What follows belongs to an exercise in optimizing a design on an open flow for small area, a short achievable clock period and few clock cycles per item; a production flow would make more cautious choices. No functional check of the RTL was part of any run shown here. Power figures rest on the tool's default switching activity, not on a simulated workload.

==> flow/design.v <==
package rpwl_pkg;
    localparam logic [1:0] MODE_LOAD   = 2'd0;
    localparam logic [1:0] MODE_COMMIT = 2'd1;
    localparam logic [1:0] MODE_READ   = 2'd2;
    localparam logic [1:0] MODE_CLEAR  = 2'd3;
    localparam logic [7:0] ERASED_BYTE = 8'hFF;
    typedef struct packed {
        logic [1:0] mode;
        logic [1:0] container_index;
        logic [3:0] byte_offset;
        logic [7:0] data_in;
    } cmd_t;
    typedef struct packed {
        logic [7:0] data_out;
        logic [2:0] page_slot;
        logic       last;
    } result_t;
endpackage
module rpwl_ram #(
    parameter int DEPTH = 512,
    parameter int AW    = 9
) (
    input  logic          clk,
    input  logic          we,
    input  logic [AW-1:0] waddr,
    input  logic [7:0]    wdata,
    input  logic          re,
    input  logic [AW-1:0] raddr,
    output logic [7:0]    rdata
);
    logic [7:0] mem [DEPTH];
    logic [7:0] rdata_reg;
    always_ff @(posedge clk)
    begin
        if (we)
        begin
            mem[waddr] <= wdata;
        end
        if (re)
        begin
            rdata_reg <= mem[raddr];
        end
    end
    assign rdata = rdata_reg;
endmodule
module rotating_page_wear_leveler #(
    parameter int PAGES               = 8,
    parameter int CONTAINERS_PER_PAGE = 4,
    parameter int CONTAINER_BYTES     = 16
) (
    input  logic              clk,
    input  logic              rst_n,
    input  logic              start,
    input  rpwl_pkg::cmd_t    cmd,
    output logic              busy,
    output logic              strobe,
    output rpwl_pkg::result_t result
);
    localparam int PW  = $clog2(PAGES);
    localparam int BIW = $clog2(CONTAINER_BYTES);
    localparam int CIW = $clog2(CONTAINERS_PER_PAGE);
    logic [7:0] page [CONTAINERS_PER_PAGE][CONTAINER_BYTES];
    logic [7:0] stg  [CONTAINER_BYTES];
    logic [CONTAINERS_PER_PAGE-1:0] cval_reg;
    logic [CONTAINERS_PER_PAGE-1:0] cwe_reg;
    logic [PW-1:0]                  tgt_reg;
    logic [PW-1:0]                  src_reg;
    logic                           rd_reg;
    logic                           busy_reg;
    logic [BIW-1:0]                 cnt_reg;
    logic [CIW-1:0]                 ridx_reg;
    logic [7:0]                     nb_reg;
    logic [CONTAINER_BYTES-1:0]     wq_we_reg;
    logic                           wq_clr_reg;
    logic [7:0]                     wq_data_reg;
    logic                           strobe_reg;
    rpwl_pkg::result_t              result_reg;
    logic           accept, acc_load, acc_commit, acc_read, acc_clear;
    logic [7:0]     byte0, byte1, stream_byte;
    assign accept     = start && !rd_reg;
    assign acc_load   = accept && (cmd.mode == rpwl_pkg::MODE_LOAD);
    assign acc_commit = accept && (cmd.mode == rpwl_pkg::MODE_COMMIT);
    assign acc_read   = accept && (cmd.mode == rpwl_pkg::MODE_READ);
    assign acc_clear  = accept && (cmd.mode == rpwl_pkg::MODE_CLEAR);
    always_comb
    begin
        if (cwe_reg[cmd.container_index])
        begin
            byte0 = stg[0];
            byte1 = stg[1];
        end
        else if (cval_reg[cmd.container_index])
        begin
            byte0 = page[cmd.container_index][0];
            byte1 = page[cmd.container_index][1];
        end
        else
        begin
            byte0 = rpwl_pkg::ERASED_BYTE;
            byte1 = rpwl_pkg::ERASED_BYTE;
        end
    end
    assign stream_byte = cval_reg[ridx_reg] ? page[ridx_reg][cnt_reg] : rpwl_pkg::ERASED_BYTE;
    always_ff @(posedge clk or negedge rst_n)
    begin
        if (!rst_n)
        begin
            cval_reg    <= '0;
            cwe_reg     <= '0;
            tgt_reg     <= '0;
            src_reg     <= PW'(PAGES - 1);
            rd_reg      <= 1'b0;
            busy_reg    <= 1'b0;
            cnt_reg     <= '0;
            ridx_reg    <= '0;
            wq_we_reg   <= '0;
            wq_clr_reg  <= 1'b0;
            strobe_reg  <= 1'b0;
            result_reg  <= '0;
            for (int b = 0; b < CONTAINER_BYTES; b++)
            begin
                stg[b] <= 8'h00;
            end
        end
        else
        begin
            for (int b = 0; b < CONTAINER_BYTES; b++)
            begin
                if (wq_clr_reg || wq_we_reg[b])
                begin
                    stg[b] <= wq_clr_reg ? 8'h00 : wq_data_reg;
                end
            end
            cval_reg   <= cval_reg | cwe_reg;
            cwe_reg    <= '0;
            wq_we_reg  <= '0;
            wq_clr_reg <= acc_clear;
            strobe_reg <= acc_commit || acc_read || rd_reg;
            if (acc_load)
            begin
                wq_we_reg[cmd.byte_offset] <= 1'b1;
            end
            if (acc_commit)
            begin
                cwe_reg[cmd.container_index] <= 1'b1;
                tgt_reg    <= tgt_reg + PW'(1);
                src_reg    <= tgt_reg;
                result_reg <= {8'h00, tgt_reg, 1'b1};
            end
            if (acc_read)
            begin
                rd_reg       <= 1'b1;
                busy_reg     <= 1'b1;
                ridx_reg     <= cmd.container_index;
                cnt_reg      <= BIW'(2);
                wq_we_reg[0] <= 1'b1;
                result_reg   <= {byte0, src_reg, 1'b0};
            end
            if (rd_reg)
            begin
                cnt_reg            <= cnt_reg + BIW'(1);
                wq_we_reg[cnt_reg - BIW'(1)] <= 1'b1;
                result_reg         <= {nb_reg, src_reg, cnt_reg == BIW'(0)};
                if (cnt_reg == BIW'(0))
                begin
                    rd_reg   <= 1'b0;
                    busy_reg <= 1'b0;
                end
            end
        end
    end
    always_ff @(posedge clk)
    begin
        if (acc_load)
        begin
            wq_data_reg <= cmd.data_in;
        end
        if (acc_read)
        begin
            wq_data_reg <= byte0;
            nb_reg      <= byte1;
        end
        if (rd_reg)
        begin
            wq_data_reg <= nb_reg;
            nb_reg      <= stream_byte;
        end
        for (int k = 0; k < CONTAINERS_PER_PAGE; k++)
        begin
            if (cwe_reg[k])
            begin
                for (int b = 0; b < CONTAINER_BYTES; b++)
                begin
                    page[k][b] <= stg[b];
                end
            end
        end
    end
    assign busy   = busy_reg;
    assign strobe = strobe_reg;
    assign result = result_reg;
endmodule
==> flow/run.sh <==
#!/bin/bash
# synth_recipe.tcl (not shown) runs the flow's synth.tcl, then flattens the netlist and writes it again
# the make line also repeats each setting of config.mk as NAME=value (left out here)
make -C /OpenROAD-flow-scripts/flow DESIGN_CONFIG=/design/flow/config.mk WORK_HOME=/design/flow/orfs CLKGATE_MAP_FILE= SYNTH_SCRIPT=/design/flow/synth_recipe.tcl finish
==> flow/config.mk <==
export PLATFORM = sky130hd
export DESIGN_NAME = rotating_page_wear_leveler
export DESIGN_NICKNAME = rotating_page_wear_leveler
export VERILOG_FILES = /design/flow/design.v
export SDC_FILE = /design/flow/constraint.sdc
export NUM_CORES = 4
export LEC_CHECK = 0
export CAP_MARGIN = 20
export CORE_MARGIN = 2
export CORE_UTILIZATION = 40
export SLEW_MARGIN = 20
export SYNTH_MEMORY_MAX_BITS = 8192
==> flow/constraint.sdc <==
create_clock -name core_clock -period 8.0 [get_ports {clk}]
set_input_delay 1.6000 -clock core_clock [delete_from_list [all_inputs] [get_ports {clk}]]
set_output_delay 1.6000 -clock core_clock [all_outputs]
set_load 0.01 [all_outputs]
==> summary.md, run 1 <==
• top library cells by usage in the layout, fill and taps aside: sky130_fd_sc_hd__edfxtp_1, sky130_fd_sc_hd__nor2_1, sky130_fd_sc_hd__dfrtp_1
• share of flip-flops with an asynchronous set or reset after synthesis: 0.2542
• most instantiated flip-flop cell in the synthesis netlist: sky130_fd_sc_hd__edfxtp_1
• height of the chip: 271 µm
• clock root buffer: sky130_fd_sc_hd__clkbuf_16
• nature of the critical path endpoint: register
• commonest non-fill, non-tap cell in the layout: sky130_fd_sc_hd__edfxtp_1
• Max FO, Critical Path: 40
• wire length reported by the detailed router: 96510 µm
• Final Critical Period: 4.145 ns
• R2R Path End: nb_reg[3]
• weighted congestion reported at the end of routability-driven placement: 1.018
• number of cell rows: 97
• Max Cap Violations: 0
• vias after detailed routing: 18655
• global-route wire length before repair: 136900 µm
• distinct cell type count after synthesis: 78
• final layout net count: 1993
• Post-DP HPWL: 62510 µm
• launch instance of the worst min-delay path: result_reg[2]
• Hold Path Stages: 2
• Seq cells post-synth: 708
• worst IR drop on VDD: 0.0001649 V
• pre-CTS WS: 3.338 ns
• count of pins over their slew limit: 0
• deepest level of the CTS H-tree: 3
• endpoint with the worst hold slack: result_reg[2]
• clock tree from TritonCTS: built
• Clk pin slew, worst setup/hold paths: 0.06 ns
• status: complete, no violations
• number of ports placed on the die boundary: 33
• count of buffer and inverter cells on the critical path: 1
• effective utilization at floorplan: 0.4058
• highest attainable clock frequency: 0.2412 GHz
• Slew @ Worst Pin: 1.286 ns
• Chip Width: 271 µm
• slowest cell on the critical path: sky130_fd_sc_hd__dfrtp_4
• per-instance average area after synthesis: 14.81 µm²
• worst clock skew on the final layout: 0.01433 ns
• initial antenna violation count: 3
• Resize count post-CTS: 0
• ANT nets after route: 0
• post-layout worst setup margin: 3.855 ns
• setup_tns: 0 ns
• syn_nets: 1957
• Largest register FFs: 512
• arrival time reported for the critical path endpoint: 4.48 ns
• Fin. Hold Viols: 0
• number of cells traversed by the worst register-to-register path: 8
• Die Outline Area: 73440 µm²
• Skew-Pair Late Insertion Delay: 0.62 ns
• Tightest Hold Check Type: register to register
• largest net degree at the start of global routing: 81
• area of the core: 70270 µm²
• slew margin rel.: 0.1398
• number of hold buffers added after CTS: 0
• detailed router's first-iteration violation count: 2925
• post-synthesis sequential area ratio: 0.7141
• required time at the worst-slack endpoint: 8.34 ns
• number of port buffers: 32
• Initial DRT Pass Iterations: 6
• instance count of the mapped netlist: 1925
• type of the worst setup path: register to register
• detail-routed via count per cell: 6.296
• routed length per instance: 32.57 µm
• R2R setup slack: 3.85 ns
• Leakage Power: 11.31 nW
• final setup fails: 0
• Post-CTS Repair Setup Buffers: 0
• crit path cell chain: buf_4 > nand3b_1 > nor2_1 > a22o_1 > a221oi_1 > nand4_1 > nor4_1 > o2bb2ai_1
• launching point of the worst reg2reg path: ridx_reg[1]
• power per standard cell area: 347.2 nW/µm²
• Slowest Stage Delay on Critical Path: 0.80 ns
• part of the cycle the worst path needs: 0.5182
• remaining global-route overflow: 0
• sinks on the clock net: 708
• layout overhead on the synthesized area: 13.43%
• unrepaired setup endpoints after global routing: no
• vias in the first global route: 18361
• clock buffer count from CTS: 71
• Post-synth EDFFs: 528
• GR Util All Layers: 0.2614
• Clock Tree Buf Depth: 3
• share of post-route cells with drive strength above 1: 0.1213
• critical path launch point type: register
• summed instance area of the synthesized netlist: 28520 µm²
• DRC viols: 0
• family of cells with the greatest summed delay on the critical path: simple AND/OR/NAND/NOR gates
• total number of yosys warnings: 3
• final core utilization: 0.4603
area by class of cell:
type | instances | area [µm²]
fillers | 6064 | 37930
flip-flops and latches | 708 | 20390
multi-input cells | 1081 | 7536
clock buffers | 93 | 2034
well taps | 940 | 1176
repair buffers | 84 | 729.5
clock inverters | 38 | 414.1
inverters | 15 | 56.30
diodes | 4 | 10.01
per-layer routing:
layer	up-vias	track usage	wire [µm]
li1	7543	-	-
met1	9467	0.3454	36510
met2	1328	0.3982	43360
met3	317	0.07313	11120
met4	0	0.1253	5520
met5	-	0	0
power breakdown:
group	internal, mW	total [mW]	leakage, nW	switching [mW]
clock network	2.06	3.49	1.21	1.43
logic	0.789	2.36	2.85	1.57
registers	4.61	5.38	7.25	0.765
total	7.46	11.2	11.3	3.77
synth_stat cells, drive strengths merged (9+ instances only):
library cell	instances	area share
a22o	31	0.0095
edfxtp	528	0.56
clkbuf	64	0.0085
dfrtp	177	0.16
o2bb2ai	10	0.0031
a221oi	29	0.0091
and3	11	0.0024
nor2b	13	0.0029
o21ai	40	0.0074
a211oi	9	0.0024
nand2b	10	0.0023
and2	10	0.0022
a22oi	87	0.023
nand4	24	0.0053
mux2i	155	0.054
a21o	17	0.0045
nor2	199	0.027
buf	57	0.013
nand3	58	0.010
mux4	16	0.013
nand2	106	0.014
inv	14	0.0018
nor4	13	0.0029
o22ai	22	0.0050
mux2	11	0.0043
a32oi	41	0.013
nor3	26	0.0057
ha	13	0.0057
a21oi	32	0.0056
cells by family after synthesis:
logic type,Yosys count,share of synthesized area
AOI/OAI and AO/OA,374,0.09921
xor gates and xnor gates,8,0.002457
adders and majority gates,13,0.005704
buffers and inverters,136,0.02330
DFF,708,0.7141
muxes,182,0.07139
and+or+nand+nor,504,0.08385
through the flow:
step	instance area, µm²	cells	hold WS (ns)	power (mW)
2_1_floorplan	28520	1925	0.4609	6.521
3_3_place_gp	29850	2827	0.4553	7.635
3_5_place_dp	29880	2828	0.4602	7.696
4_1_cts	32330	2959	0.4728	11.16
5_1_grt	32340	2960	0.4943	11.55
6_report	32350	2963	0.4715	11.23
worst reg2reg max path, stage by stage, from the launching register on:
cell and delay [ns]:
sky130_fd_sc_hd__dfrtp_4 0.80, sky130_fd_sc_hd__buf_4 0.64, sky130_fd_sc_hd__nand3b_1 0.45, sky130_fd_sc_hd__nor2_1 0.29
sky130_fd_sc_hd__a22o_1 0.32, sky130_fd_sc_hd__a221oi_1 0.28, sky130_fd_sc_hd__nand4_1 0.18, sky130_fd_sc_hd__nor4_1 0.77
sky130_fd_sc_hd__o2bb2ai_1 0.15
worst max-delay path by stage:
stage | start | end | slack (ns) | cells after the start
2_1_floorplan | cwe_reg[2] | wq_data_reg[3] | 3.56 | 7
3_3_place_gp | cmd[13] | nb_reg[1] | 3.33 | 9
3_5_place_dp | cmd[13] | nb_reg[1] | 3.34 | 9
4_1_cts | cmd[13] | nb_reg[1] | 3.97 | 9
5_1_grt | cmd[13] | nb_reg[1] | 3.71 | 9
6_report | ridx_reg[1] | nb_reg[3] | 3.85 | 8
==> inputs of run 2 (changes only) <==
--- a/flow/design.v
+++ b/flow/design.v
@@ -114,23 +114,12 @@
             cnt_reg     <= '0;
             ridx_reg    <= '0;
             wq_we_reg   <= '0;
-            wq_clr_reg  <= 1'b0;
+            wq_clr_reg  <= 1'b1;
             strobe_reg  <= 1'b0;
             result_reg  <= '0;
-            for (int b = 0; b < CONTAINER_BYTES; b++)
-            begin
-                stg[b] <= 8'h00;
-            end
         end
         else
         begin
-            for (int b = 0; b < CONTAINER_BYTES; b++)
-            begin
-                if (wq_clr_reg || wq_we_reg[b])
-                begin
-                    stg[b] <= wq_clr_reg ? 8'h00 : wq_data_reg;
-                end
-            end
             cval_reg   <= cval_reg | cwe_reg;
             cwe_reg    <= '0;
             wq_we_reg  <= '0;
@@ -171,6 +160,13 @@
     end
     always_ff @(posedge clk)
     begin
+        for (int b = 0; b < CONTAINER_BYTES; b++)
+        begin
+            if (wq_clr_reg || wq_we_reg[b])
+            begin
+                stg[b] <= wq_clr_reg ? 8'h00 : wq_data_reg;
+            end
+        end
         if (acc_load)
         begin
             wq_data_reg <= cmd.data_in;
--- a/flow/config.mk
+++ b/flow/config.mk
@@ -8,5 +8,6 @@
 export CAP_MARGIN = 20
 export CORE_MARGIN = 2
 export CORE_UTILIZATION = 40
+export SETUP_SLACK_MARGIN = 5.0
 export SLEW_MARGIN = 20
 export SYNTH_MEMORY_MAX_BITS = 8192
==> run 2 against run 1 <==
- count of clock-buffer cells in the layout grew 2
- sequential share of layout area up 1.5 points
- register-to-register slack improved by 0.99 ns
- clock skew grew 0.024 ns
- sequential power fell by 8.0%
- worst hold slack gained 0.0058 ns
- non-clock buffer count up 83
- clock power shrank 3%
- first-iteration DRC count is 4.0% higher
- core utilization up 2.4 points
==> summary.md, run 2 <==
• clock buffer count from CTS: 71, unchanged
• Post-DP HPWL: 63930 µm, was 62510 µm
• internal power component: 7.710 mW, was 7.465 mW
• family of cells with the greatest summed delay on the critical path: simple AND/OR/NAND/NOR gates, unchanged
• status: complete, no violations, unchanged
• Leakage Power: 10.87 nW, was 11.31 nW
• sinks on the clock net: 708, unchanged
• Clk pin slew, worst setup/hold paths: 0.06 ns, about the same
• number of filler instances in the final layout: 5578, was 6064
• total instance count after detailed placement: 2541, was 2828
• Max Cap Violations: 0, unchanged
• total number of yosys warnings: 3, unchanged
• vias after detailed routing: 17986, was 18655
• Chip Width: 264.9 µm, was 271 µm
• switching pwr: 3.867 mW, was 3.765 mW
• unrepaired setup endpoints after global routing: yes, was no
• clock root buffer: sky130_fd_sc_hd__clkbuf_16, unchanged
• effective utilization at floorplan: 0.4046, was 0.4058
• Synth top cells by count: sky130_fd_sc_hd__edfxtp_1, sky130_fd_sc_hd__a22oi_1, sky130_fd_sc_hd__nand2_1, was sky130_fd_sc_hd__edfxtp_1, sky130_fd_sc_hd__nor2_1, sky130_fd_sc_hd__dfrtp_1
• dominant cells by area after synthesis: sky130_fd_sc_hd__edfxtp_1, sky130_fd_sc_hd__dfrtp_1, sky130_fd_sc_hd__a22oi_1, sky130_fd_sc_hd__nand2_1, sky130_fd_sc_hd__mux4_2, was sky130_fd_sc_hd__edfxtp_1, sky130_fd_sc_hd__dfrtp_1, sky130_fd_sc_hd__mux2i_1, sky130_fd_sc_hd__nor2_1, sky130_fd_sc_hd__a22oi_1
• per-instance average area after synthesis: 16.60 µm², was 14.81 µm²
• deepest level of the CTS H-tree: 3, unchanged
• fraction of power consumed by combinational cells: 0.280, was 0.210
• Cell Count, Final, Fillers Out: 2744, was 2963
• commonest non-fill, non-tap cell in the layout: sky130_fd_sc_hd__edfxtp_1, unchanged
• Hold Slack: 0.4773 ns, was 0.4715 ns
• Initial DRT Pass Iterations: 6, unchanged
• largest net degree at the start of global routing: 70, was 81
• number of port buffers: 32, unchanged
• number of ports placed on the die boundary: 33, unchanged
• Die Outline Area: 70150 µm², was 73440 µm²
• slew margin rel.: 0.2428, was 0.1398
• post-synthesis sequential area ratio: 0.7718, was 0.7141
• Final Critical Period: 3.154 ns, was 4.145 ns
• routed length per instance: 36.34 µm, was 32.57 µm
• Sequential cell area: 21040 µm², was 20390 µm²
• weighted congestion reported at the end of routability-driven placement: 1.056, was 1.018
• summed instance area of the synthesized netlist: 27220 µm², was 28520 µm²
• Fin. Hold Viols: 0, unchanged
• syn_nets: 1672, was 1957
• final layout net count: 1844, was 1993
• remaining global-route overflow: 0, unchanged
• crit path cell chain: buf_6 > clkinvlp_4 > buf_6 > nor2_1 > a31oi_1 > nand4_1 > or4_4 > nor4_4 > o2bb2ai_1, was buf_4 > nand3b_1 > nor2_1 > a22o_1 > a221oi_1 > nand4_1 > nor4_1 > o2bb2ai_1
• Clock Tree Buf Depth: 3, unchanged
• detailed router's first-iteration violation count: 3043, was 2925
• critical path launch point type: register, unchanged
• highest attainable clock frequency: 0.3170 GHz, was 0.2412 GHz
• distinct cell type count after synthesis: 76, was 78
• most instantiated flip-flop cell in the synthesis netlist: sky130_fd_sc_hd__edfxtp_1, unchanged
• height of the chip: 264.9 µm, was 271 µm
• GR Util All Layers: 0.2795, was 0.2614
• global-route wire length before repair: 135600 µm, was 136900 µm
• Slew @ Worst Pin: 1.131 ns, was 1.286 ns
• Largest register FFs: 512, unchanged
• post-layout total power: 11.58 mW, was 11.23 mW
• vias in the first global route: 17085, was 18361
• net switching fraction of the power: 0.3340, was 0.3353
• ANT nets after route: 0, unchanged
• type of the worst setup path: register to register, unchanged
• Post-synth EDFFs: 656, was 528
• most common cell in the netlist: sky130_fd_sc_hd__edfxtp_1, unchanged
• arrival time reported for the critical path endpoint: 3.49 ns, was 4.48 ns
• initial antenna violation count: 3, unchanged
• required time at the worst-slack endpoint: 8.34 ns, about the same
• number of cell rows: 95, was 97
• worst clock skew on the final layout: 0.03870 ns, was 0.01433 ns
• Clock power frac: 0.292, was 0.311
• Slowest Stage Delay on Critical Path: 0.54 ns, was 0.80 ns
• Sequential Power Share: 0.428, was 0.479
• Skew-Pair Late Insertion Delay: 0.64 ns, was 0.62 ns
• layout overhead on the synthesized area: 19.82%, was 13.43%
• clock tree from TritonCTS: built, unchanged
• Seq cells post-synth: 708, unchanged
• wire length reported by the detailed router: 99720 µm, was 96510 µm
• number of hold buffers added after CTS: 0, unchanged
• library cell with the largest summed area after synthesis: sky130_fd_sc_hd__edfxtp_1, unchanged
• power per standard cell area: 355.0 nW/µm², was 347.2 nW/µm²
• detail-routed via count per cell: 6.555, was 6.296
• Tightest Hold Check Type: register to register, unchanged
• share of post-route cells with drive strength above 1: 0.2310, was 0.1213
• count of buffer and inverter cells on the critical path: 3, was 1
• setup_tns: 0 ns, unchanged
• area of the core: 67280 µm², was 70270 µm²
• total area of multi-input combinational cells: 6460 µm², was 7536 µm²
• Most common cell on crit path: sky130_fd_sc_hd__buf_6
• count of pins over their slew limit: 0, unchanged
• slowest cell on the critical path: sky130_fd_sc_hd__dfrtp_4, unchanged
• Max FO, Critical Path: 21, was 40
• worst IR drop on VDD: 0.0001685 V, was 0.0001649 V
• top library cells by usage in the layout, fill and taps aside: sky130_fd_sc_hd__edfxtp_1, sky130_fd_sc_hd__a22oi_1, sky130_fd_sc_hd__nand2_1, was sky130_fd_sc_hd__edfxtp_1, sky130_fd_sc_hd__nor2_1, sky130_fd_sc_hd__dfrtp_1
• share of flip-flops with an asynchronous set or reset after synthesis: 0.07345, was 0.2542
• final setup fails: 0, unchanged
• part of the cycle the worst path needs: 0.3943, was 0.5182
• instance count of the mapped netlist: 1640, was 1925
• nature of the critical path endpoint: register, unchanged
• share of Yosys cell area claimed by the top area cell type: 0.7238, was 0.5560
• DRC viols: 0, unchanged
-- run 2: cell count changes after synthesis, sizes merged, moves of 18 or more --
cell    delta
buf       -21
a22o      -18
nor2     -118
mux2i    -131
nand3     -25
clkbuf    -31
a22oi     +51
edfxtp   +128
dfrtp    -129
-- run 2: logic make-up (layout without fill, tap and decap cells) --
kind of cell | count (synthesis) | count (layout) | share of synthesized area
DFF | 708 | 708 | 0.7718
and+or+nand+nor | 421 | 422 | 0.07783
AOI/OAI and AO/OA | 352 | 352 | 0.09893
buffers and inverters | 85 | 314 | 0.01558
muxes | 52 | 52 | 0.02703
adders and majority gates | 13 | 13 | 0.005976
xor gates and xnor gates | 9 | 9 | 0.002896
other | 0 | 1 | 0
-- run 2: what timing repair did --
item / CTS / global route
cloned: 3 / 2
gates resized for setup: 122 / 58
setup endpoints to repair: 47 / 26
setup buffers: 35 / 31
pin swaps: 11 / 22
-- run 2: cell type report --
| cell class | instances | area share |
|---|---|---|
| sequential | 708 | 0.6451 |
| multi-input combinational | 848 | 0.1981 |
| clock buffer | 95 | 0.06047 |
| timing repair buffer | 167 | 0.04922 |
| tap | 873 | 0.03349 |
| clock inverter | 36 | 0.01120 |
| inverter | 16 | 0.002340 |
| antenna | 1 | 0.00007673 |
-- run 2: routing by layer --
metal,GRT usage,part of all wire,vias to the layer above
met5,0,0.00024,-
met4,0.1661,0.072,4
met3,0.08091,0.13,381
met2,0.4116,0.43,1533
met1,0.3687,0.36,9104
li1,-,-,6964
-- run 2: power groups by stage --
stage	Clock, mW	Sequential [mW]	Combinational (mW)
3_3_place_gp	0	5.04	2.40
4_1_cts	3.41	4.94	2.86
5_1_grt	3.55	4.98	3.29
2_1_floorplan	0	4.89	1.37
3_5_place_dp	0	5.05	2.41
6_report	3.39	4.95	3.24
-- run 2: path summary, 6_finish.rpt --
| path | startpoint | to | slack (ns) | cells after the start |
|---|---|---|---|---|
| worst max-delay path | ridx_reg[1] | nb_reg[6] | 4.85 | 9 |
| max in group asynchronous | rst_n | cnt_reg[2] | 6.33 | 2 |
| worst min-delay path | result_reg[1] | result_reg[1] | 0.48 | 2 |
| min in group asynchronous | rst_n | cval_reg[3] | 1.11 | 2 |
| worst max register to register | ridx_reg[1] | nb_reg[6] | 4.85 | 9 |
| worst min register to register | result_reg[1] | result_reg[1] | 0.48 | 2 |
-- run 2: per-stage QoR --
step | area, µm² | util | setup WS [ns]
6_report | 32610 | 0.4847 | 4.846
4_1_cts | 32070 | 0.4767 | 4.803
3_5_place_dp | 28900 | 0.4295 | 3.619
3_3_place_gp | 28890 | 0.4294 | 3.668
5_1_grt | 32610 | 0.4847 | 4.822
2_1_floorplan | 27340 | - | 4.804
-- run 2: worst min-delay path: cells and delay by family, from the launching register on --
| family | cells | cell delay, ns |
|---|---|---|
| flops | 1 | 0.35 |
| simple gates | 2 | 0.10 |
==> inputs of run 3 (changes only) <==
--- a/flow/config.mk
+++ b/flow/config.mk
@@ -8,6 +8,6 @@
 export CAP_MARGIN = 20
 export CORE_MARGIN = 2
 export CORE_UTILIZATION = 40
-export SETUP_SLACK_MARGIN = 5.0
+export SETUP_SLACK_MARGIN = 4.5
 export SLEW_MARGIN = 20
 export SYNTH_MEMORY_MAX_BITS = 8192
==> run 3 against run 2 <==
- first-iteration DRC count up 2.9%
- global-route usage shrank 1.1 points
- maximum frequency is 12% lower
- worst hold slack gained 0.0067 ns
- routed wire length fell by 4.9%
- count of clock-buffer cells in the layout fell by 5
==> summary.md, run 3 <==
• status: complete, no violations, unchanged
• Post-DP HPWL: 61640 µm, was 63930 µm
• global-route wire length before repair: 130800 µm, was 135600 µm
• required time at the worst-slack endpoint: 8.47 ns, was 8.34 ns
• GR Util All Layers: 0.2684, was 0.2795
• effective utilization at floorplan: 0.4046, unchanged
• total area of multi-input combinational cells: 6027 µm², was 6460 µm²
• vias in the first global route: 16828, was 17085
• Initial DRT Pass Iterations: 6, unchanged
• ANT nets after route: 0, unchanged
• Clock power frac: 0.325, was 0.292
• per-instance average area after synthesis: 16.60 µm², unchanged
• highest attainable clock frequency: 0.2798 GHz, was 0.3170 GHz
• Max FO, Critical Path: 51, was 21
• dominant cells by area after synthesis: sky130_fd_sc_hd__edfxtp_1, sky130_fd_sc_hd__dfrtp_1, sky130_fd_sc_hd__a22oi_1, sky130_fd_sc_hd__nand2_1, sky130_fd_sc_hd__mux4_2, unchanged
• Hold Path Stages: 1, was 2
• instance count of the mapped netlist: 1640, unchanged
• largest net degree at the start of global routing: 130, was 70
• layout overhead on the synthesized area: 16.83%, was 19.82%
• post-synthesis sequential area ratio: 0.7718, unchanged
• weighted congestion reported at the end of routability-driven placement: 1.050, was 1.056
• Skew-Pair Late Insertion Delay: 0.63 ns, was 0.64 ns
• destination of the critical timing path: nb_reg[3], was nb_reg[6]
• power per standard cell area: 357.1 nW/µm², was 355.0 nW/µm²
• nature of the critical path endpoint: register, unchanged
• wire length reported by the detailed router: 94880 µm, was 99720 µm
• clock root buffer: sky130_fd_sc_hd__clkbuf_16, unchanged
• Synth top cells by count: sky130_fd_sc_hd__edfxtp_1, sky130_fd_sc_hd__a22oi_1, sky130_fd_sc_hd__nand2_1, unchanged
• remaining global-route overflow: 0, unchanged
• Die Outline Area: 70150 µm², unchanged
• Post-synth EDFFs: 656, unchanged
• number of ports placed on the die boundary: 33, unchanged
• unrepaired setup endpoints after global routing: no, was yes
• clock buffer count from CTS: 74, was 71
• library cell with the largest summed area after synthesis: sky130_fd_sc_hd__edfxtp_1, unchanged
• distinct cell type count after synthesis: 76, unchanged
• syn_nets: 1672, unchanged
• share of Yosys cell area claimed by the top area cell type: 0.7238, unchanged
• most common cell in the netlist: sky130_fd_sc_hd__edfxtp_1, unchanged
• Fin. Hold Viols: 0, unchanged
• commonest non-fill, non-tap cell in the layout: sky130_fd_sc_hd__edfxtp_1, unchanged
• sinks on the clock net: 708, unchanged
• Sequential Power Share: 0.436, was 0.428
• Clock Tree Buf Depth: 3, unchanged
• deepest level of the CTS H-tree: 3, unchanged
• type of the worst setup path: register to register, unchanged
• R2R Path End: nb_reg[3], was nb_reg[6]
• critical path launch point type: register, unchanged
• arrival time reported for the critical path endpoint: 4.04 ns, was 3.49 ns
• final layout net count: 1791, was 1844
• slowest cell on the critical path: sky130_fd_sc_hd__nor2_1, was sky130_fd_sc_hd__dfrtp_4
• detail-routed via count per cell: 6.466, was 6.555
• DRC viols: 0, unchanged
• internal power component: 7.691 mW, was 7.710 mW
• most instantiated flip-flop cell in the synthesis netlist: sky130_fd_sc_hd__edfxtp_1, unchanged
• number of filler instances in the final layout: 5628, was 5578
• setup_tns: 0 ns, unchanged
• share of post-route cells with drive strength above 1: 0.1734, was 0.2310
• Slowest Stage Delay on Critical Path: 0.88 ns, was 0.54 ns
• net switching fraction of the power: 0.3228, was 0.3340
• Chip Width: 264.9 µm, unchanged
• part of the cycle the worst path needs: 0.4468, was 0.3943
• fraction of power consumed by combinational cells: 0.238, was 0.280
• worst clock skew on the final layout: 0.01502 ns, was 0.03870 ns
• share of flip-flops with an asynchronous set or reset after synthesis: 0.07345, unchanged
• count of pins over their slew limit: 0, unchanged
• slew margin rel.: 0.2110, was 0.2428
• number of cell rows: 95, unchanged
• Sequential cell area: 21030 µm², was 21040 µm²
• Leakage Power: 10.51 nW, was 10.87 nW
• Hold Slack: 0.4840 ns, was 0.4773 ns
• Slew @ Worst Pin: 1.182 ns, was 1.131 ns
• routed length per instance: 35.24 µm, was 36.34 µm
• switching pwr: 3.665 mW, was 3.867 mW
• crit path cell chain: buf_12 > or3b_2 > nor2_1 > a32oi_1 > nand4_1 > nor4_1 > and4_1 > o2bb2ai_1, was buf_6 > clkinvlp_4 > buf_6 > nor2_1 > a31oi_1 > nand4_1 > or4_4 > nor4_4 > o2bb2ai_1
• number of cells traversed by the worst register-to-register path: 8, was 9
• top library cells by usage in the layout, fill and taps aside: sky130_fd_sc_hd__edfxtp_1, sky130_fd_sc_hd__a22oi_1, sky130_fd_sc_hd__nand2_1, unchanged
• Largest register FFs: 512, unchanged
• total number of yosys warnings: 3, unchanged
• launch point of the worst path: ridx_reg[1], unchanged
• Max Cap Violations: 0, unchanged
• Final Critical Period: 3.574 ns, was 3.154 ns
• area of the core: 67280 µm², unchanged
• detailed router's first-iteration violation count: 3131, was 3043
• worst IR drop on VDD: 0.0001780 V, was 0.0001685 V
• clock tree from TritonCTS: built, unchanged
• R2R setup slack: 4.43 ns, was 4.85 ns
• launching point of the worst reg2reg path: ridx_reg[1], unchanged
• height of the chip: 264.9 µm, unchanged
• summed instance area of the synthesized netlist: 27220 µm², unchanged
• Tightest Hold Check Type: register to register, unchanged
• number of port buffers: 32, unchanged
• vias after detailed routing: 17407, was 17986
• Seq cells post-synth: 708, unchanged
• final setup fails: 0, unchanged
• Clk pin slew, worst setup/hold paths: 0.06 ns, about the same
• initial antenna violation count: 3, unchanged
==> run 3: cell count changes in the layout (fill, tap and decap cells not counted), moves of 8 or more <==
cell and change:
sky130_fd_sc_hd__buf_12 -10, sky130_fd_sc_hd__dlygate4sd2_1 -14, sky130_fd_sc_hd__clkbuf_1 -9, sky130_fd_sc_hd__clkdlybuf4s50_1 +15, sky130_fd_sc_hd__buf_4 -31, sky130_fd_sc_hd__buf_6 -8
sky130_fd_sc_hd__nor2_2 -9, sky130_fd_sc_hd__nor2_1 +16
==> run 3: worst min path at each step <==
| stage | startpoint | to | slack, ns |
|---|---|---|---|
| after floorplan | cval_reg[2] | cval_reg[2] | 0.46 |
| after global placement | result_reg[3] | result_reg[3] | 0.46 |
| after detailed placement | result_reg[1] | result_reg[1] | 0.47 |
| after CTS | result_reg[1] | result_reg[1] | 0.48 |
| after global routing | stg[7][5] | page[7][5] | 0.50 |
| final | result_reg[6] | result_reg[6] | 0.48 |
==> run 3: repair_timing <==
action,in CTS,in global routing
hold buffers,0,0
pin swaps,3,1
resized for setup,37,12
setup endpoints to repair,27,24
setup buffers,4,6
==> run 3: final cells by class <==
class	instances	share of cell area
Antenna cell	2	0.0001574
Clock buffer	90	0.06481
Clock inverter	44	0.01724
Inverter	16	0.002125
Multi-Input combinational cell	847	0.1895
Sequential cell	708	0.6614
Tap cell	873	0.03435
Timing Repair Buffer	112	0.03042
==> run 3: logic make-up (layout without fill, tap and decap cells) <==
logic type | after synthesis | count (layout) | synth area share
flops | 708 | 708 | 0.7718
compound gates | 352 | 352 | 0.09893
fa+ha+maj | 13 | 13 | 0.005976
buf+inv | 85 | 262 | 0.01558
mux | 52 | 52 | 0.02703
simple gates | 421 | 421 | 0.07783
xor+xnor | 9 | 9 | 0.002896
other cells | 0 | 2 | 0
==> run 3: worst max-delay path: cells and delay by family, from the launching register on <==
kind                   cells  cell delay [ns]
and+or+nand+nor            5             1.93
DFF                        1             0.63
buffers and inverters      1             0.34
AOI/OAI and AO/OA          2             0.47
==> run 3: stage by stage <==
step	power, mW	cells	worst slack (ns)	cell area (µm²)	util
finish	11.36	2692	4.426	31800	0.4726
global route	11.61	2690	4.539	31790	0.4726
CTS	11.20	2684	4.537	31680	0.4709
detailed placement	7.466	2546	3.116	28870	0.4292
global placement	7.420	2544	3.170	28850	0.4288
floorplan	6.237	1640	4.590	27230	-
==> run 3: power by group through the flow <==
| stage | clock (mW) | sequential [mW] | combinational, mW |
|---|---|---|---|
| 2_1_floorplan | 0 | 4.89 | 1.35 |
| 3_3_place_gp | 0 | 5.01 | 2.41 |
| 3_5_place_dp | 0 | 5.02 | 2.44 |
| 4_1_cts | 3.71 | 4.96 | 2.53 |
| 5_1_grt | 3.86 | 4.98 | 2.76 |
| 6_report | 3.69 | 4.96 | 2.71 |
==> run 3: per-layer routing <==
metal | GRT usage | vias to the layer above | wire, µm
met3 | 0.08778 | 361 | 12800
met5 | 0 | - | 17
met4 | 0.1625 | 2 | 6821
li1 | - | 6844 | -
met1 | 0.3509 | 8773 | 34610
met2 | 0.3899 | 1427 | 40630
==> inputs of run 4 (changes only) <==
--- a/flow/design.v
+++ b/flow/design.v
@@ -77,6 +77,8 @@
     rpwl_pkg::result_t              result_reg;
     logic           accept, acc_load, acc_commit, acc_read, acc_clear;
     logic [7:0]     byte0, byte1, stream_byte;
+    logic [7:0]     cand0 [CONTAINERS_PER_PAGE];
+    logic [7:0]     cand1 [CONTAINERS_PER_PAGE];
     assign accept     = start && !rd_reg;
     assign acc_load   = accept && (cmd.mode == rpwl_pkg::MODE_LOAD);
     assign acc_commit = accept && (cmd.mode == rpwl_pkg::MODE_COMMIT);
@@ -84,22 +86,27 @@
     assign acc_clear  = accept && (cmd.mode == rpwl_pkg::MODE_CLEAR);
     always_comb
     begin
-        if (cwe_reg[cmd.container_index])
+        for (int k = 0; k < CONTAINERS_PER_PAGE; k++)
         begin
-            byte0 = stg[0];
-            byte1 = stg[1];
-        end
-        else if (cval_reg[cmd.container_index])
-        begin
-            byte0 = page[cmd.container_index][0];
-            byte1 = page[cmd.container_index][1];
-        end
-        else
-        begin
-            byte0 = rpwl_pkg::ERASED_BYTE;
-            byte1 = rpwl_pkg::ERASED_BYTE;
+            if (cwe_reg[k])
+            begin
+                cand0[k] = stg[0];
+                cand1[k] = stg[1];
+            end
+            else if (cval_reg[k])
+            begin
+                cand0[k] = page[k][0];
+                cand1[k] = page[k][1];
+            end
+            else
+            begin
+                cand0[k] = rpwl_pkg::ERASED_BYTE;
+                cand1[k] = rpwl_pkg::ERASED_BYTE;
+            end
         end
     end
+    assign byte0 = cand0[cmd.container_index];
+    assign byte1 = cand1[cmd.container_index];
     assign stream_byte = cval_reg[ridx_reg] ? page[ridx_reg][cnt_reg] : rpwl_pkg::ERASED_BYTE;
     always_ff @(posedge clk or negedge rst_n)
     begin
@@ -116,7 +123,6 @@
             wq_we_reg   <= '0;
             wq_clr_reg  <= 1'b1;
             strobe_reg  <= 1'b0;
-            result_reg  <= '0;
         end
         else
         begin
@@ -134,7 +140,6 @@
                 cwe_reg[cmd.container_index] <= 1'b1;
                 tgt_reg    <= tgt_reg + PW'(1);
                 src_reg    <= tgt_reg;
-                result_reg <= {8'h00, tgt_reg, 1'b1};
             end
             if (acc_read)
             begin
@@ -143,13 +148,11 @@
                 ridx_reg     <= cmd.container_index;
                 cnt_reg      <= BIW'(2);
                 wq_we_reg[0] <= 1'b1;
-                result_reg   <= {byte0, src_reg, 1'b0};
             end
             if (rd_reg)
             begin
-                cnt_reg            <= cnt_reg + BIW'(1);
+                cnt_reg <= cnt_reg + BIW'(1);
                 wq_we_reg[cnt_reg - BIW'(1)] <= 1'b1;
-                result_reg         <= {nb_reg, src_reg, cnt_reg == BIW'(0)};
                 if (cnt_reg == BIW'(0))
                 begin
                     rd_reg   <= 1'b0;
@@ -160,26 +163,24 @@
     end
     always_ff @(posedge clk)
     begin
+        if (rd_reg)
+        begin
+            result_reg  <= {nb_reg, src_reg, cnt_reg == BIW'(0)};
+            wq_data_reg <= nb_reg;
+            nb_reg      <= stream_byte;
+        end
+        else
+        begin
+            result_reg  <= cmd.mode[1] ? {byte0, src_reg, 1'b0} : {8'h00, tgt_reg, 1'b1};
+            wq_data_reg <= cmd.mode[1] ? byte0 : cmd.data_in;
+            nb_reg      <= byte1;
+        end
         for (int b = 0; b < CONTAINER_BYTES; b++)
         begin
             if (wq_clr_reg || wq_we_reg[b])
             begin
                 stg[b] <= wq_clr_reg ? 8'h00 : wq_data_reg;
             end
-        end
-        if (acc_load)
-        begin
-            wq_data_reg <= cmd.data_in;
-        end
-        if (acc_read)
-        begin
-            wq_data_reg <= byte0;
-            nb_reg      <= byte1;
-        end
-        if (rd_reg)
-        begin
-            wq_data_reg <= nb_reg;
-            nb_reg      <= stream_byte;
         end
         for (int k = 0; k < CONTAINERS_PER_PAGE; k++)
         begin
--- a/flow/config.mk
+++ b/flow/config.mk
@@ -8,6 +8,8 @@
 export CAP_MARGIN = 20
 export CORE_MARGIN = 2
 export CORE_UTILIZATION = 40
-export SETUP_SLACK_MARGIN = 4.5
+export CTS_BUF_LIST = sky130_fd_sc_hd__clkbuf_8
+export CTS_CLUSTER_SIZE = 24
+export SETUP_SLACK_MARGIN = 5.0
 export SLEW_MARGIN = 20
 export SYNTH_MEMORY_MAX_BITS = 8192
==> run 4 against run 3 <==
- critical endpoint is now nb_reg[6]
- clock power down 17%
- synthesized area down 0.41%
- maximum frequency up 18%
- via count up 0.96%
- count of clock-buffer cells in the layout up 29
- core utilization down 0.63 points
- first-iteration DRC count down 16%
- sequential power down 2%
- critical path depth unchanged
- highest routed layer unchanged
- sequential share of layout area up 0.31 points
- largest cell class unchanged
==> summary.md, run 4 <==
• status: complete, no violations, unchanged
• number of cells traversed by the worst register-to-register path: 8, unchanged
• Hold Path Stages: 1, unchanged
• switching pwr: 3.540 mW, was 3.665 mW
• initial antenna violation count: 2, was 3
• clock tree from TritonCTS: built, unchanged
• Skew-Pair Late Insertion Delay: 0.76 ns, was 0.63 ns
• power per standard cell area: 336.3 nW/µm², was 357.1 nW/µm²
• vias after detailed routing: 17574, was 17407
• summed instance area of the synthesized netlist: 27110 µm², was 27220 µm²
• Chip Width: 264.3 µm, was 264.9 µm
• launch instance of the worst min-delay path: tgt_reg[2], was result_reg[6]
• height of the chip: 264.3 µm, was 264.9 µm
• Sequential Power Share: 0.463, was 0.436
• detail-routed via count per cell: 6.292, was 6.466
• worst IR drop on VDD: 0.0001622 V, was 0.0001780 V
• ANT nets after route: 0, unchanged
• number of hold buffers added after CTS: 0, unchanged
• detailed router's first-iteration violation count: 2640, was 3131
• weighted congestion reported at the end of routability-driven placement: 0.9908, was 1.050
• Clock Tree Buf Depth: 3, unchanged
• number of port buffers: 32, unchanged
• global-route wire length before repair: 126200 µm, was 130800 µm
• internal power component: 6.991 mW, was 7.691 mW
• Max Cap Violations: 0, unchanged
• number of filler instances in the final layout: 5765, was 5628
• remaining global-route overflow: 0, unchanged
• library cell with the largest summed area after synthesis: sky130_fd_sc_hd__edfxtp_1, unchanged
• DRC viols: 0, unchanged
• slew margin rel.: 0.2723, was 0.2110
• instance count of the mapped netlist: 1697, was 1640
• worst clock skew on the final layout: 0.02797 ns, was 0.01502 ns
• Post-synth EDFFs: 640, was 656
• dpl cell area: 28490 µm², was 28870 µm²
• endpoint with the worst hold slack: tgt_reg[2], was result_reg[6]
• effective utilization at floorplan: 0.4036, was 0.4046
• clock buffer count from CTS: 111, was 74
• Clk pin slew, worst setup/hold paths: 0.06 ns, about the same
• deepest level of the CTS H-tree: 3, unchanged
• R2R setup slack: 4.98 ns, was 4.43 ns
• largest net degree at the start of global routing: 69, was 130
• area of all placed cells without fillers: 31320 µm², was 31800 µm²
• most common cell in the netlist: sky130_fd_sc_hd__edfxtp_1, unchanged
• Post-DP HPWL: 60320 µm, was 61640 µm
• final layout net count: 1859, was 1791
• layout overhead on the synthesized area: 15.53%, was 16.83%
• launching point of the worst reg2reg path: ridx_reg[1], unchanged
• top library cells by usage in the layout, fill and taps aside: sky130_fd_sc_hd__edfxtp_1, sky130_fd_sc_hd__clkbuf_8, sky130_fd_sc_hd__a22oi_1, was sky130_fd_sc_hd__edfxtp_1, sky130_fd_sc_hd__a22oi_1, sky130_fd_sc_hd__nand2_1
• total area of multi-input combinational cells: 6237 µm², was 6027 µm²
• share of post-route cells with drive strength above 1: 0.1819, was 0.1734
• number of cell rows: 95, unchanged
• type of the worst setup path: register to register, unchanged
• Largest register FFs: 512, unchanged
• total number of yosys warnings: 5, was 3
• dominant cells by area after synthesis: sky130_fd_sc_hd__edfxtp_1, sky130_fd_sc_hd__dfrtp_1, sky130_fd_sc_hd__a22oi_1, sky130_fd_sc_hd__dfxtp_1, sky130_fd_sc_hd__nand3_1, was sky130_fd_sc_hd__edfxtp_1, sky130_fd_sc_hd__dfrtp_1, sky130_fd_sc_hd__a22oi_1, sky130_fd_sc_hd__nand2_1, sky130_fd_sc_hd__mux4_2
• net switching fraction of the power: 0.3362, was 0.3228
• post-layout worst setup margin: 4.982 ns, was 4.426 ns
• critical path launch point type: register, unchanged
• nature of the critical path endpoint: register, unchanged
• setup_tns: 0 ns, unchanged
• required time at the worst-slack endpoint: 8.64 ns, was 8.47 ns
• Leakage Power: 10.30 nW, was 10.51 nW
• area of the core: 67160 µm², was 67280 µm²
• fraction of power consumed by combinational cells: 0.247, was 0.238
• R2R Path End: nb_reg[6], was nb_reg[3]
• routed length per instance: 32.84 µm, was 35.24 µm
• share of flip-flops with an asynchronous set or reset after synthesis: 0.05650, was 0.07345
• unrepaired setup endpoints after global routing: no, unchanged
• pre-CTS WS: 3.877 ns, was 3.116 ns
• clock root buffer: sky130_fd_sc_hd__clkbuf_8, was sky130_fd_sc_hd__clkbuf_16
• most instantiated flip-flop cell in the synthesis netlist: sky130_fd_sc_hd__edfxtp_1, unchanged
• share of Yosys cell area claimed by the top area cell type: 0.7090, was 0.7238
• GR Util All Layers: 0.2568, was 0.2684
• distinct cell type count after synthesis: 71, was 76
• Slew @ Worst Pin: 1.092 ns, was 1.182 ns
• Die Outline Area: 69860 µm², was 70150 µm²
• part of the cycle the worst path needs: 0.3772, was 0.4468
• commonest non-fill, non-tap cell in the layout: sky130_fd_sc_hd__edfxtp_1, unchanged
• Sequential cell area: 20810 µm², was 21030 µm²
• highest attainable clock frequency: 0.3314 GHz, was 0.2798 GHz
• Seq cells post-synth: 708, unchanged
• number of ports placed on the die boundary: 33, unchanged
• Tightest Hold Check Type: register to register, unchanged
• sinks on the clock net: 708, unchanged
• Initial DRT Pass Iterations: 5, was 6
• Max FO, Critical Path: 51, unchanged
• Fin. Hold Viols: 0, unchanged
• per-instance average area after synthesis: 15.97 µm², was 16.60 µm²
• vias in the first global route: 16929, was 16828
• wire length reported by the detailed router: 91730 µm, was 94880 µm
• Clock power frac: 0.289, was 0.325
• count of pins over their slew limit: 0, unchanged
• arrival time reported for the critical path endpoint: 3.65 ns, was 4.04 ns
• syn_nets: 1729, was 1672
• Synth top cells by count: sky130_fd_sc_hd__edfxtp_1, sky130_fd_sc_hd__a22oi_1, sky130_fd_sc_hd__nand3_1, was sky130_fd_sc_hd__edfxtp_1, sky130_fd_sc_hd__a22oi_1, sky130_fd_sc_hd__nand2_1
• post-synthesis sequential area ratio: 0.7668, was 0.7718
• final setup fails: 0, unchanged
• Final Critical Period: 3.018 ns, was 3.574 ns
run 4: worst max path at each step:
stage	from	endpoint	slack, ns	cells after the start
2_1_floorplan	cwe_reg[2]	wq_data_reg[5]	5.10	8
3_3_place_gp	cmd[13]	wq_data_reg[6]	3.61	6
3_5_place_dp	cmd[13]	wq_data_reg[1]	3.88	6
4_1_cts	cnt_reg[0]	nb_reg[7]	5.01	11
5_1_grt	cmd[12]	wq_data_reg[2]	4.99	6
6_report	ridx_reg[1]	nb_reg[6]	4.98	8
run 4: layer usage:
| metal | part of all wire | track usage | up-vias |
|---|---|---|---|
| met1 | 0.38 | 0.3534 | 8896 |
| met5 | 0.00015 | 0 | - |
| met3 | 0.11 | 0.05229 | 255 |
| li1 | - | - | 7177 |
| met4 | 0.054 | 0.1227 | 2 |
| met2 | 0.46 | 0.3919 | 1244 |
run 4: layout make-up:
class | count | area share
sequential | 708 | 0.6644
multi-input combinational | 893 | 0.1992
clock buffer | 119 | 0.05230
tap | 873 | 0.03488
timing repair buffer | 98 | 0.02945
clock inverter | 86 | 0.01774
inverter | 15 | 0.001958
antenna | 1 | 0.00007991
run 4: cells by family after synthesis:
| family | share of synthesized area |
|---|---|
| buffers and inverters | 0.01671 |
| AO/OA/AOI/OAI | 0.1003 |
| XOR/XNOR | 0.002585 |
| multiplexers | 0.01352 |
| AND/OR/NAND/NOR | 0.09407 |
| flip-flops | 0.7668 |
| adder cells (fa/ha/maj) | 0.006001 |
run 4: what timing repair did:
action | in CTS | in global routing
pin swaps | 4 | 6
setup buffers | 7 | 12
gates cloned | 1 | 4
setup endpoints to repair | 38 | 22
gates resized for setup | 98 | 36
run 4: critical path: stages (launching register included):
cell,delay (ns)
sky130_fd_sc_hd__dfrtp_2,0.41
sky130_fd_sc_hd__buf_12,0.20
sky130_fd_sc_hd__and2_1,0.38
sky130_fd_sc_hd__and2_1,0.43
sky130_fd_sc_hd__a22oi_1,0.32
sky130_fd_sc_hd__nand2_1,0.13
sky130_fd_sc_hd__or4_1,0.69
sky130_fd_sc_hd__a211oi_2,0.25
sky130_fd_sc_hd__nor2_1,0.07
run 4: metrics by stage:
step                      cells  utilization  hold WS (ns)  power [mW]
after CTS                  2776       0.4625        0.4994       10.34
after floorplan            1697            -        0.4400       6.078
after detailed placement   2563       0.4242        0.4870       7.147
final                      2793       0.4663        0.4928       10.53
after global routing       2792       0.4663        0.5182       10.86
after global placement     2562       0.4238        0.4734       7.119
run 4: power by group through the flow:
stage                     logic [mW]  registers [mW]  clock network, mW
final                           2.60            4.88               3.05
after floorplan                 1.25            4.83                  0
after global placement          2.20            4.92                  0
after CTS                       2.40            4.86               3.07
after global routing            2.70            4.90               3.25
after detailed placement        2.21            4.94                  0
==> inputs of run 5 (changes only) <==
--- a/flow/config.mk
+++ b/flow/config.mk
@@ -8,8 +8,6 @@
 export CAP_MARGIN = 20
 export CORE_MARGIN = 2
 export CORE_UTILIZATION = 40
-export CTS_BUF_LIST = sky130_fd_sc_hd__clkbuf_8
-export CTS_CLUSTER_SIZE = 24
 export SETUP_SLACK_MARGIN = 5.0
 export SLEW_MARGIN = 20
 export SYNTH_MEMORY_MAX_BITS = 8192
==> run 5 against run 4 <==
- clock power is 5% higher
- routed wire length is 1.4% lower
- die area stayed put
- sequential share of layout area is 0.071 points higher
- maximum frequency is 1.8% higher
- non-clock buffer count is 1 lower
- cell area is 0.11% lower
- clock skew is 0.0011 ns lower
- count of clock-buffer cells in the layout is 35 lower
- synthesized cell count stayed put
- critical path type unchanged
- largest cell class unchanged
- largest power group unchanged
==> summary.md, run 5 <==
• worst IR drop on VDD: 0.0001728 V, was 0.0001622 V
• initial antenna violation count: 0, was 2
• remaining global-route overflow: 0, unchanged
• number of ports placed on the die boundary: 33, unchanged
• part of the cycle the worst path needs: 0.3707, was 0.3772
• power per standard cell area: 340.7 nW/µm², was 336.3 nW/µm²
• unrepaired setup endpoints after global routing: yes, was no
• dominant cells by area after synthesis: sky130_fd_sc_hd__edfxtp_1, sky130_fd_sc_hd__dfrtp_1, sky130_fd_sc_hd__a22oi_1, sky130_fd_sc_hd__dfxtp_1, sky130_fd_sc_hd__nand3_1, unchanged
• Chip Width: 264.3 µm, unchanged
• Hold Slack: 0.4934 ns, was 0.4928 ns
• launch instance of the worst min-delay path: tgt_reg[2], unchanged
• number of cells traversed by the worst register-to-register path: 10, was 8
• R2R Path End: nb_reg[6], unchanged
• count of antenna diodes in the layout: 0, was 1
• count of pins over their slew limit: 0, unchanged
• Post-synth EDFFs: 640, unchanged
• height of the chip: 264.3 µm, unchanged
• routed length per instance: 33.31 µm, was 32.84 µm
• endpoint with the worst hold slack: tgt_reg[2], unchanged
• commonest non-fill, non-tap cell in the layout: sky130_fd_sc_hd__edfxtp_1, unchanged
• syn_nets: 1729, unchanged
• Fin. Hold Viols: 0, unchanged
• post-synthesis share of cell area spent on and, or, nand and nor gates: 0.09407, unchanged
• share of cell area taken by muxes after synthesis: 0.01352, unchanged
• R2R setup slack: 5.03 ns, was 4.98 ns
• clock buffer count from CTS: 72, was 111
• post-synthesis compound-gate area fraction: 0.1003, unchanged
• Max Cap Violations: 0, unchanged
• weighted congestion reported at the end of routability-driven placement: 0.9908, unchanged
• number of hold buffers added after CTS: 0, unchanged
• most instantiated flip-flop cell in the synthesis netlist: sky130_fd_sc_hd__edfxtp_1, unchanged
• clock root buffer: sky130_fd_sc_hd__clkbuf_16, was sky130_fd_sc_hd__clkbuf_8
• number of port buffers: 32, unchanged
• final setup fails: 0, unchanged
• area of the core: 67160 µm², unchanged
• distinct cell type count after synthesis: 71, unchanged
• slew margin rel.: 0.2723, about the same
• Hold Path Stages: 1, unchanged
• total instance count after detailed placement: 2563, unchanged
• post-layout total power: 10.66 mW, was 10.53 mW
• vias in the first global route: 16592, was 16929
• type of the worst setup path: register to register, unchanged
• share of flip-flops with an asynchronous set or reset after synthesis: 0.05650, unchanged
• final layout net count: 1819, was 1859
• largest net degree at the start of global routing: 69, unchanged
• Skew-Pair Late Insertion Delay: 0.64 ns, was 0.76 ns
• arithmetic-cell share of the synthesized area counting full adders, half adders and majority gates: 0.006001, unchanged
• summed instance area of the synthesized netlist: 27110 µm², unchanged
• largest family of logic cells by synthesized area: compound AO/OA/AOI/OAI gates, unchanged
• clock tree from TritonCTS: built, unchanged
• Largest register FFs: 512, unchanged
• Max FO, Critical Path: 13, was 51
• area share of xor/xnor cells in the synthesized design: 0.002585, unchanged
• share of post-route cells with drive strength above 1: 0.1635, was 0.1819
• setup_tns: 0 ns, unchanged
• Final Critical Period: 2.965 ns, was 3.018 ns
• Clk pin slew, worst setup/hold paths: 0.06 ns, about the same
• highest attainable clock frequency: 0.3372 GHz, was 0.3314 GHz
• area of all placed cells without fillers: 31280 µm², was 31320 µm²
• global-route wire length before repair: 125300 µm, was 126200 µm
• share of Yosys cell area claimed by the top area cell type: 0.7090, unchanged
• GR Util All Layers: 0.2555, was 0.2568
• deepest level of the CTS H-tree: 3, unchanged
• Seq cells post-synth: 708, unchanged
• instance count of the mapped netlist: 1697, unchanged
• vias after detailed routing: 17265, was 17574
• pre-CTS WS: 3.877 ns, unchanged
• library cell with the largest summed area after synthesis: sky130_fd_sc_hd__edfxtp_1, unchanged
• status: complete, no violations, unchanged
• detailed router's first-iteration violation count: 2798, was 2640
• total number of yosys warnings: 5, unchanged
• Post-DP HPWL: 60320 µm, unchanged
• top library cells by usage in the layout, fill and taps aside: sky130_fd_sc_hd__edfxtp_1, sky130_fd_sc_hd__a22oi_1, sky130_fd_sc_hd__nand3_1, was sky130_fd_sc_hd__edfxtp_1, sky130_fd_sc_hd__clkbuf_8, sky130_fd_sc_hd__a22oi_1
• DRC viols: 0, unchanged
• Leakage Power: 10.14 nW, was 10.30 nW
• nature of the critical path endpoint: register, unchanged
• detail-routed via count per cell: 6.361, was 6.292
• Initial DRT Pass Iterations: 6, was 5
• worst clock skew on the final layout: 0.02692 ns, was 0.02797 ns
• final core utilization: 0.4658, was 0.4663
• sinks on the clock net: 708, unchanged
• per-instance average area after synthesis: 15.97 µm², unchanged
• Clock Tree Buf Depth: 3, unchanged
• post-layout worst setup margin: 5.035 ns, was 4.982 ns
• Tightest Hold Check Type: register to register, unchanged
• post-synthesis sequential area ratio: 0.7668, unchanged
• layout overhead on the synthesized area: 15.40%, was 15.53%
• launching point of the worst reg2reg path: cnt_reg[0], was ridx_reg[1]
• critical path launch point type: register, unchanged
• wire length reported by the detailed router: 90400 µm, was 91730 µm
• effective utilization at floorplan: 0.4036, unchanged
• most common cell in the netlist: sky130_fd_sc_hd__edfxtp_1, unchanged
• Cell Count, Final, Fillers Out: 2714, was 2793
• Slew @ Worst Pin: 1.092 ns, about the same
• Die Outline Area: 69860 µm², unchanged
• ANT nets after route: 0, unchanged
• dpl cell area: 28490 µm², unchanged
• number of cell rows: 95, unchanged
• Synth top cells by count: sky130_fd_sc_hd__edfxtp_1, sky130_fd_sc_hd__a22oi_1, sky130_fd_sc_hd__nand3_1, unchanged
• required time at the worst-slack endpoint: 8.52 ns, was 8.64 ns
• arrival time reported for the critical path endpoint: 3.48 ns, was 3.65 ns
run 5: cell counts after synthesis:
No cell type changed its count.
run 5: worst max path at each step:
stage	endpoint	slack (ns)	start
6_report	nb_reg[6]	5.03	cnt_reg[0]
5_1_grt	nb_reg[5]	4.97	cnt_reg[2]
4_1_cts	nb_reg[2]	5.01	cnt_reg[1]
3_5_place_dp	wq_data_reg[1]	3.88	cmd[13]
3_3_place_gp	wq_data_reg[6]	3.61	cmd[13]
2_1_floorplan	wq_data_reg[5]	5.10	cwe_reg[2]
run 5: final cells by class:
| type | instances | area, µm² |
|---|---|---|
| fill | 5702 | 35880 |
| sequential | 708 | 20810 |
| multi-input combinational | 893 | 6226 |
| clock buffer | 84 | 1898 |
| tap | 873 | 1092 |
| timing repair buffer | 97 | 895.9 |
| clock inverter | 44 | 301.5 |
| inverter | 15 | 61.31 |
run 5: cells by family (layout without fill, tap and decap cells):
kind of cell,Yosys count,count (layout)
flip-flops,708,708
AND/OR/NAND/NOR,480,481
AO/OA/AOI/OAI,358,358
buffers and inverters,97,240
multiplexers,33,33
adder cells (fa/ha/maj),13,13
XOR/XNOR,8,8
run 5: critical path, cell delays in order, from the launching register on:
cell and delay (ns):
sky130_fd_sc_hd__dfrtp_2 0.42, sky130_fd_sc_hd__buf_4 0.17, sky130_fd_sc_hd__ha_4 0.22, sky130_fd_sc_hd__nor2b_4 0.17
sky130_fd_sc_hd__buf_4 0.20, sky130_fd_sc_hd__and3_1 0.19, sky130_fd_sc_hd__a2111oi_1 0.42, sky130_fd_sc_hd__nand4_1 0.20
sky130_fd_sc_hd__or4_4 0.63, sky130_fd_sc_hd__a211oi_2 0.16, sky130_fd_sc_hd__nor2_1 0.07
run 5: timing repair:
item / in CTS / in global routing
gates cloned: 1 / 3
setup buffers: 6 / 13
pin swaps: 1 / 11
endpoints found under the hold margin: 0 / 0
setup endpoints to repair: 40 / 20
gates resized for setup: 86 / 44
run 5: layer usage:
layer | part of all wire | global-route usage | up-vias
met2 | 0.46 | 0.3947 | 1108
li1 | - | - | 7064
met3 | 0.098 | 0.05062 | 210
met5 | 0 | 0 | -
met4 | 0.050 | 0.1147 | 0
met1 | 0.39 | 0.3511 | 8883
run 5: where the power goes:
part	total [mW]	leakage, nW	switching [mW]	internal [mW]
Combinational	2.59	2.53	1.78	0.807
Sequential	4.87	6.53	0.275	4.60
Clock	3.20	1.09	1.43	1.77
==> inputs of run 6 (changes only) <==
--- a/flow/config.mk
+++ b/flow/config.mk
@@ -8,6 +8,8 @@
 export CAP_MARGIN = 20
 export CORE_MARGIN = 2
 export CORE_UTILIZATION = 40
+export CTS_CLUSTER_DIAMETER = 60
+export CTS_CLUSTER_SIZE = 20
 export SETUP_SLACK_MARGIN = 5.0
 export SLEW_MARGIN = 20
 export SYNTH_MEMORY_MAX_BITS = 8192
==> run 6 against run 5 <==
- register-to-register slack worse by 0.05 ns
- non-clock buffer count grew 15
- synthesized cell count is the same
- clock power is about 20% lower
- cell count shrank 1.1%
- sequential share of layout area is 0.78 points higher
- setup slack worse by 0.046 ns
- clock skew increased by 0.0056 ns
- count of clock-buffer cells in the layout shrank 27
- combinational power grew 6%
- synthesized area is the same
- still clean on timing, DRC and antenna
==> summary.md, run 6 <==
• highest attainable clock frequency: 0.3321 GHz, was 0.3372 GHz
• Chip Width: 264.3 µm, unchanged
• power per standard cell area: 328.8 nW/µm², was 340.7 nW/µm²
• routed length per instance: 34.02 µm, was 33.31 µm
• top library cells by usage in the layout, fill and taps aside: sky130_fd_sc_hd__edfxtp_1, sky130_fd_sc_hd__a22oi_1, sky130_fd_sc_hd__nand3_1, unchanged
• total number of yosys warnings: 5, unchanged
• initial antenna violation count: 2, was 0
• effective utilization at floorplan: 0.4036, unchanged
• Skew-Pair Late Insertion Delay: 0.64 ns, about the same
• setup_tns: 0 ns, unchanged
• Max FO, Critical Path: 43, was 13
• Slew @ Worst Pin: 1.126 ns, was 1.092 ns
• deepest level of the CTS H-tree: 2, was 3
• clock root buffer: sky130_fd_sc_hd__clkbuf_16, unchanged
• part of the cycle the worst path needs: 0.3764, was 0.3707
• layout overhead on the synthesized area: 14.07%, was 15.40%
• share of Yosys cell area claimed by the top area cell type: 0.7090, unchanged
• count of antenna diodes in the layout: 0, unchanged
• Die Outline Area: 69860 µm², unchanged
• switching pwr: 3.442 mW, was 3.485 mW
• Clock power frac: 0.251, was 0.300
• Initial DRT Pass Iterations: 9, was 6
• number of port buffers: 32, unchanged
• height of the chip: 264.3 µm, unchanged
• ANT nets after route: 0, unchanged
• internal power component: 6.725 mW, was 7.172 mW
• library cell with the largest summed area after synthesis: sky130_fd_sc_hd__edfxtp_1, unchanged
• detailed router's first-iteration violation count: 2942, was 2798
• share of flip-flops with an asynchronous set or reset after synthesis: 0.05650, unchanged
• Sequential Power Share: 0.479, was 0.457
• post-synthesis sequential area ratio: 0.7668, unchanged
• Fin. Hold Viols: 0, unchanged
• wire length reported by the detailed router: 91300 µm, was 90400 µm
• vias in the first global route: 16377, was 16592
• arrival time reported for the critical path endpoint: 3.51 ns, was 3.48 ns
• Final Critical Period: 3.011 ns, was 2.965 ns
• Synth top cells by count: sky130_fd_sc_hd__edfxtp_1, sky130_fd_sc_hd__a22oi_1, sky130_fd_sc_hd__nand3_1, unchanged
• dpl cell area: 28490 µm², unchanged
• final layout net count: 1812, was 1819
• share of post-route cells with drive strength above 1: 0.1634, was 0.1635
• sinks on the clock net: 708, unchanged
• instance count of the mapped netlist: 1697, unchanged
• number of ports placed on the die boundary: 33, unchanged
• syn_nets: 1729, unchanged
• worst clock skew on the final layout: 0.03256 ns, was 0.02692 ns
• Max Cap Violations: 0, unchanged
• worst IR drop on VDD: 0.0001916 V, was 0.0001728 V
• fraction of power consumed by combinational cells: 0.270, was 0.243
• Leakage Power: 9.913 nW, was 10.14 nW
• required time at the worst-slack endpoint: 8.49 ns, was 8.52 ns
• dominant cells by area after synthesis: sky130_fd_sc_hd__edfxtp_1, sky130_fd_sc_hd__dfrtp_1, sky130_fd_sc_hd__a22oi_1, sky130_fd_sc_hd__dfxtp_1, sky130_fd_sc_hd__nand3_1, unchanged
• summed instance area of the synthesized netlist: 27110 µm², unchanged
• global-route wire length before repair: 124900 µm, was 125300 µm
• DRC viols: 0, unchanged
• Largest register FFs: 512, unchanged
• critical path launch point type: register, unchanged
• slew margin rel.: 0.2467, was 0.2723
• unrepaired setup endpoints after global routing: yes, unchanged
• weighted congestion reported at the end of routability-driven placement: 0.9908, unchanged
• Tightest Hold Check Type: register to register, unchanged
• type of the worst setup path: register to register, unchanged
• clock buffer count from CTS: 48, was 72
• most instantiated flip-flop cell in the synthesis netlist: sky130_fd_sc_hd__edfxtp_1, unchanged
• largest net degree at the start of global routing: 69, unchanged
• detail-routed via count per cell: 6.438, was 6.361
• Seq cells post-synth: 708, unchanged
• clock tree from TritonCTS: built, unchanged
• Clock Tree Buf Depth: 3, unchanged
• distinct cell type count after synthesis: 71, unchanged
• final setup fails: 0, unchanged
• count of pins over their slew limit: 0, unchanged
• vias after detailed routing: 17279, was 17265
• area of the core: 67160 µm², unchanged
• Clk pin slew, worst setup/hold paths: 0.08 ns, was 0.06 ns
• number of cell rows: 95, unchanged
• area of all placed cells without fillers: 30920 µm², was 31280 µm²
• GR Util All Layers: 0.2538, was 0.2555
• net switching fraction of the power: 0.3386, was 0.3270
• most common cell in the netlist: sky130_fd_sc_hd__edfxtp_1, unchanged
• Post-DP HPWL: 60320 µm, unchanged
• Hold Slack: 0.4938 ns, was 0.4934 ns
• remaining global-route overflow: 0, unchanged
• commonest non-fill, non-tap cell in the layout: sky130_fd_sc_hd__edfxtp_1, unchanged
• per-instance average area after synthesis: 15.97 µm², unchanged
• status: complete, no violations, unchanged
• Post-synth EDFFs: 640, unchanged
• nature of the critical path endpoint: register, unchanged
[run 6: cell counts after synthesis]
Identical to the previous run, type by type.
[run 6: worst paths after layout]
check / end / cells after the start / from / slack, ns
max in group asynchronous: cwe_reg[0] / 1 / rst_n / 6.19
min in group asynchronous: cval_reg[0] / 1 / rst_n / 1.12
hold reg to reg: tgt_reg[2] / 1 / tgt_reg[2] / 0.49
setup reg to reg: nb_reg[7] / 9 / cnt_reg[3] / 4.99
setup / recovery: nb_reg[7] / 9 / cnt_reg[3] / 4.99
hold / removal: tgt_reg[2] / 1 / tgt_reg[2] / 0.49
[run 6: critical path, stage by stage, from the launching register on]
cell	delay [ns]
sky130_fd_sc_hd__dfrtp_1	0.38
sky130_fd_sc_hd__buf_12	0.29
sky130_fd_sc_hd__nand2b_1	0.36
sky130_fd_sc_hd__nor2_1	0.23
sky130_fd_sc_hd__buf_4	0.24
sky130_fd_sc_hd__a221o_1	0.29
sky130_fd_sc_hd__a221oi_1	0.22
sky130_fd_sc_hd__nand4_1	0.28
sky130_fd_sc_hd__nor4_4	0.45
sky130_fd_sc_hd__a21oi_1	0.12
[run 6: power by group through the flow]
stage / Clock (mW) / Sequential [mW] / Combinational, mW
final: 2.55 / 4.87 / 2.74
after global routing: 2.70 / 4.90 / 2.84
after CTS: 2.57 / 4.85 / 2.44
after detailed placement: 0 / 4.94 / 2.21
after global placement: 0 / 4.92 / 2.20
after floorplan: 0 / 4.83 / 1.25
[run 6: cells by family after synthesis]
group | synth area share
DFF | 0.7668
adders and majority gates | 0.006001
AOI/OAI and AO/OA | 0.1003
and+or+nand+nor | 0.09407
buffers and inverters | 0.01671
xor gates and xnor gates | 0.002585
muxes | 0.01352
[run 6: through the flow]
stage	total power [mW]	utilization	setup slack, ns	cells
2_1_floorplan	6.078	-	5.104	1697
3_3_place_gp	7.119	0.4238	3.615	2562
3_5_place_dp	7.147	0.4242	3.877	2563
4_1_cts	9.859	0.4535	4.980	2660
5_1_grt	10.45	0.4604	4.919	2684
6_report	10.17	0.4604	4.989	2684
[run 6: final cells by class]
| type | count | area (µm²) |
|---|---|---|
| well taps | 873 | 1092 |
| inverters | 15 | 67.56 |
| fillers | 5750 | 36240 |
| clock inverters | 24 | 265.3 |
| clock buffers | 57 | 1256 |
| multi-input cells | 895 | 6309 |
| flip-flops and latches | 708 | 20810 |
| repair buffers | 112 | 1125 |
[run 6: timing repair]
action | 4_1_cts | 5_1_grt
gates resized for setup | 97 | 51
hold buffers | 0 | 0
buffers inserted | 15 | 17
pin swaps | 8 | 20
endpoints found under the setup margin | 40 | 21
cloned | 1 | 7
[run 6: layer usage]
metal  vias to the layer above  GRT usage  part of all wire
li1                       7026          -                 -
met1                      8881     0.3544              0.39
met2                      1141     0.3899              0.45
met3                       229    0.04409              0.10
met4                         2     0.1155             0.053
met5                         -          0           0.00014

Check on run 6: ideal ports give 4.989 ns setup slack; a clkbuf_16 on the clock port and buf_2 on the inputs give 4.989 ns; moving port delays by the midpoint clock arrival (0.685 ns) as well gives 4.548 ns.
